Background: an optimization exercise with open tools, aiming at small area, a short achievable clock period and few clock cycles per item. Do not read the settings as production practice. In this exercise RTL edits were held to simulation tests only and were not proved equivalent to the original.

Setup of old:
## magnetometer_heading_core
module magnetometer_heading_core #(
    parameter int CORDIC_STEPS = mhdg_pkg::CORDIC_STEPS_DEF,
    parameter int SAMPLE_WIDTH = mhdg_pkg::SAMPLE_WIDTH_DEF
) (
    input  logic                                i_clk,
    input  logic                                i_rst_n,
    input  logic                                i_s_tvalid,
    output logic                                o_s_tready,
    input  logic [mhdg_pkg::S_TDATA_W-1:0]      i_s_tdata,    
    input  logic                                i_s_tuser,    
    output logic                                o_m_tvalid,
    input  logic                                i_m_tready,
    output logic [mhdg_pkg::M_TDATA_W-1:0]      o_m_tdata,    
    input  logic                                i_cfg_we,
    input  logic [mhdg_pkg::CFG_IDX_W-1:0]      i_cfg_idx,
    input  logic [mhdg_pkg::CFG_DATA_W-1:0]     i_cfg_data
);
Settings: LEC_CHECK=0, ABC_AREA=1, CAP_MARGIN=20, CORE_MARGIN=2, CORE_UTILIZATION=40, GPL_TIMING_DRIVEN=0, SLEW_MARGIN=20; clock period 13.0 ns.
standard.sh (not shown) runs the stock make flow with config.mk's settings and CLKGATE_MAP_FILE= SYNTH_SCRIPT=/design/flow/synth_recipe.tcl, a recipe that flattens the netlist after the stock synthesis.
==> flow/flow/run.sh <==
#!/bin/bash
# The standard layout, except that the port buffers buffer_ports inserts are
# sky130_fd_sc_hd__buf_4 cells rather than the library's default choice.
set -euo pipefail
bash standard.sh 'BUFFER_PORTS_ARGS=-buffer_cell sky130_fd_sc_hd__buf_4' finish > standard_sh.log 2>&1
Testbench counts of old, summed over its fixed seeds: cycles 4,128, items 3,072.
Setup changes, old to new
==> flow/run.sh (new file) <==
#!/bin/bash
# synth_recipe.tcl (not shown) runs the flow's synth.tcl, then flattens the netlist and writes it again
# the make line also repeats each setting of config.mk as NAME=value (left out here)
make -C /OpenROAD-flow-scripts/flow DESIGN_CONFIG=/design/flow/config.mk WORK_HOME=/design/flow/orfs CLKGATE_MAP_FILE= SYNTH_SCRIPT=/design/flow/synth_recipe.tcl finish
removed: flow/flow/run.sh
removed: flow/standard.sh
Results
new was carried through to the last stage, and its layout satisfied the timing, design-rule and antenna checks.
new reports a higher via count of the first global-routing pass than old does.
new vs old: share of the clock period used by the worst path up
On new: overall track demand over capacity in global routing is 0.29 points higher than what old gave.
Delta (new minus old): timing-limited maximum frequency -about 1.1%, via count +0.44%.
Sort new and old by longest individual stage delay on the worst path desc -> top: old


the baseline:
Another version of the RTL of magnetometer_heading_core (not shown whole).
Size in the first run: ~11000 cells after synthesis, about 1300 flip-flops, roughly 91 I/O pins, about 97000 µm² of cells after synthesis.
## magnetometer_heading_core
module magnetometer_heading_core #(
    parameter int CORDIC_STEPS = mhdg_pkg::CORDIC_STEPS_DEF,
    parameter int SAMPLE_WIDTH = mhdg_pkg::SAMPLE_WIDTH_DEF
) (
    input  logic                                i_clk,
    input  logic                                i_rst_n,
    input  logic                                i_s_tvalid,
    output logic                                o_s_tready,
    input  logic [mhdg_pkg::S_TDATA_W-1:0]      i_s_tdata,    
    input  logic                                i_s_tuser,    
    output logic                                o_m_tvalid,
    input  logic                                i_m_tready,
    output logic [mhdg_pkg::M_TDATA_W-1:0]      o_m_tdata,    
    input  logic                                i_cfg_we,
    input  logic [mhdg_pkg::CFG_IDX_W-1:0]      i_cfg_idx,
    input  logic [mhdg_pkg::CFG_DATA_W-1:0]     i_cfg_data
);
clock: 13.0 ns
lec_check: 0
abc_area: 1
cap_margin: 20
core_margin: 2
core_utilization: 40
gpl_timing_driven: 0
slew_margin: 20
==> flow/flow/run.sh <==
#!/bin/bash
# The standard layout, except that the port buffers buffer_ports inserts are
# sky130_fd_sc_hd__buf_4 cells rather than the library's default choice.
set -euo pipefail
bash standard.sh 'BUFFER_PORTS_ARGS=-buffer_cell sky130_fd_sc_hd__buf_4' finish > standard_sh.log 2>&1
Testbench counts of the baseline, summed over its fixed seeds: cycles 4,080, items 3,072.
The following lists how the candidate was set up differently from the baseline:
# the baseline
export LEC_CHECK = 0
export ABC_AREA = 1
export CAP_MARGIN = 20
export CORE_MARGIN = 2
export CORE_UTILIZATION = 40
export GPL_TIMING_DRIVEN = 0
export SLEW_MARGIN = 20
create_clock -name core_clock -period 13.0 [get_ports {i_clk}]
# the candidate
export LEC_CHECK = 0
export ABC_AREA = 1
export CAP_MARGIN = 20
export CORE_MARGIN = 2
export CORE_UTILIZATION = 55
export GPL_TIMING_DRIVEN = 0
export SLEW_MARGIN = 20
create_clock -name core_clock -period 13.0 [get_ports {i_clk}]
[summary]
Compared with the baseline, maximum number of pins on one net before global-route repair in the candidate decreased slightly.
Relative to the baseline, horizontal extent of the die has decreased by 15% in the candidate.
Delta (the candidate minus the baseline): y dimension of the die shrank by about 15%; non-filler instance count after layout down about 6%; wire length of the first global-routing pass -1.7%.
Relative to the baseline, actual transition at the worst max-transition pin has decreased by 55 ps in the candidate.
Share of the clock period used by the worst path (the candidate over the baseline): decrease, 0.99 points
Between the baseline and the candidate, the flow reports via count increasing slightly.
The candidate finished end to end and its layout was clean on timing, DRC and antenna.


Setup of v49:
magnetometer_heading_core, a different RTL version from the one above (not shown whole).
Size: roughly 11,000 cells after synthesis, roughly 1,400 flip-flops.
Settings: LEC_CHECK=0, ABC_AREA=1, CAP_MARGIN=20, CORE_MARGIN=2, CORE_UTILIZATION=40, GPL_TIMING_DRIVEN=0, SLEW_MARGIN=20; clock period 13.0 ns.
Scripts as last shown in full above: flow/flow/run.sh
v49 has completed all stages; timing, DRC and antenna checks passed.
Testbench counts of v49, summed over its fixed seeds: cycles 4,176, items 3,072.
Modified inputs, v36 compared to v49
- GPL_TIMING_DRIVEN removed (was 0)
Notes after the runs:
- Critical path data arrival time: v36 higher than v49
- v36 completed end to end with timing, DRC and antenna clean.
- v36 vs v49 — maximum number of pins on one net before global-route repair climbed by more than a quarter
- Of v36 and v49, the higher final core utilization belongs to v49.
- Summary of v36 over v49: maximum clock frequency went down.
- Comparing v36 and v49, global placement routability congestion is higher on v49.
- v36 ends up with a actual transition at the worst max-transition pin that is 0.045 ns lower than in v49.
- v36 ends up with a length of routed wiring on met1 that is about 11% lower than in v49.
Modified inputs, v44 compared to v36
==> flow/run.sh (new file) <==
#!/bin/bash
# synth_recipe.tcl (not shown) runs the flow's synth.tcl, then flattens the netlist and writes it again
# the make line also repeats each setting of config.mk as NAME=value (left out here)
make -C /OpenROAD-flow-scripts/flow DESIGN_CONFIG=/design/flow/config.mk WORK_HOME=/design/flow/orfs CLKGATE_MAP_FILE= SYNTH_SCRIPT=/design/flow/synth_recipe.tcl finish
removed: flow/flow/run.sh
removed: flow/standard.sh
==> comparison <==
Going from v36 to v44, the count of fill cells added during filler insertion was found to have gone up by 117. v36 → v44: largest net degree at the start of global routing +about 90%; via count -615; total routing resource utilization after global routing ~0 delta. v36 → v44: mean area per synthesized cell closely matched the old numbers. A slowest stage cell on the critical path of dfxtp_4 is what v44 shows, while buf_4 belongs to v36. Compared with v36, v44 shows final routed wirelength across all metal layers higher by about 0.5%. Going from v36 to v44, actual transition at the worst max-transition pin now smaller.
Input-level comparison between v40 and v44:
- GPL_TIMING_DRIVEN newly set to 0
- CORE_UTILIZATION changed from 40 to 60
==> flow/flow/run.sh (new file) <==
#!/bin/bash
# The standard layout, except that the port buffers buffer_ports inserts are
# sky130_fd_sc_hd__buf_4 cells rather than the library's default choice.
set -euo pipefail
bash standard.sh 'BUFFER_PORTS_ARGS=-buffer_cell sky130_fd_sc_hd__buf_4' finish > standard_sh.log 2>&1
==> flow/standard.sh (new file) <==
#!/bin/bash
# synth_recipe.tcl (not shown) runs the flow's synth.tcl, then flattens the netlist and writes it again
# the make line also repeats each setting of config.mk as NAME=value (left out here)
make -C /OpenROAD-flow-scripts/flow DESIGN_CONFIG=/design/flow/config.mk WORK_HOME=/design/flow/orfs CLKGATE_MAP_FILE= SYNTH_SCRIPT=/design/flow/synth_recipe.tcl "${@:-finish}"
removed: flow/run.sh
Notes after the runs:
The utilization of v40 exceeds that of v44 by 22 points.
The higher total number of nets in the final design of v44 and v40 is in v40.
Taking v44 as the reference, in v40 wire length went up about 4.6%, final non-filler cell area decreased by about 0.6% relative to the old numbers, non-clock buffer count rose about 220%, sequential share of cell area +0.21 points.

==> what the ideal ports hide <==
The results above use ideal ports. As a check the final layouts listed here were re-extracted and re-timed, cells and wires unchanged.
Step 1: set_driving_cell puts a clkbuf_16 on i_clk and a buf_2 on each other input, an assumption about the parent block.
Step 2 moves the port delays by t, midway between the first and last clock arrival at a register: inputs arrive t later, outputs are due t later. That takes back most of the time a late clock gives input paths.
Slacks: ideal / step 1 / step 2; pairs: ideal / step 1.
| run | shift t [ns] | setup slack, ns | worst setup path after step 2 | slew at the worst register clock pin (ns) | worst slew at a driven data input, ns |
|---|---|---|---|---|---|
| old | 0.879 | 8.527 / 8.527 / 8.334 | input to register | 0.07 / 0.07 | 0.14 |
| new | 0.881 | 8.478 / 8.397 / 8.004 | input to register | 0.07 / 0.07 | 0.14 |
| the baseline | 0.893 | 8.526 / 8.526 / 8.438 | input to register | 0.08 / 0.08 | 0.09 |
| the candidate | 0.893 | 8.655 / 8.655 / 8.047 | input to register | 0.07 / 0.07 | 0.17 |
| v49 | 0.887 | 8.715 / 8.715 / 8.118 | input to register | 0.07 / 0.07 | 0.29 |
| v36 | 0.891 | 8.470 / 8.470 / 8.470 | register to register | 0.07 / 0.07 | 0.13 |
| v44 | 0.899 | 8.309 / 8.309 / 8.309 | register to register | 0.07 / 0.07 | 0.08 |
| v40 | 0.903 | 8.475 / 8.475 / 8.176 | input to register | 0.07 / 0.07 | 0.19 |
After both steps setup and hold are still met in every run listed. The setup slack of the candidate, which loses most, moves by 0.000 ns with the drivers and by -0.608 ns with both steps.
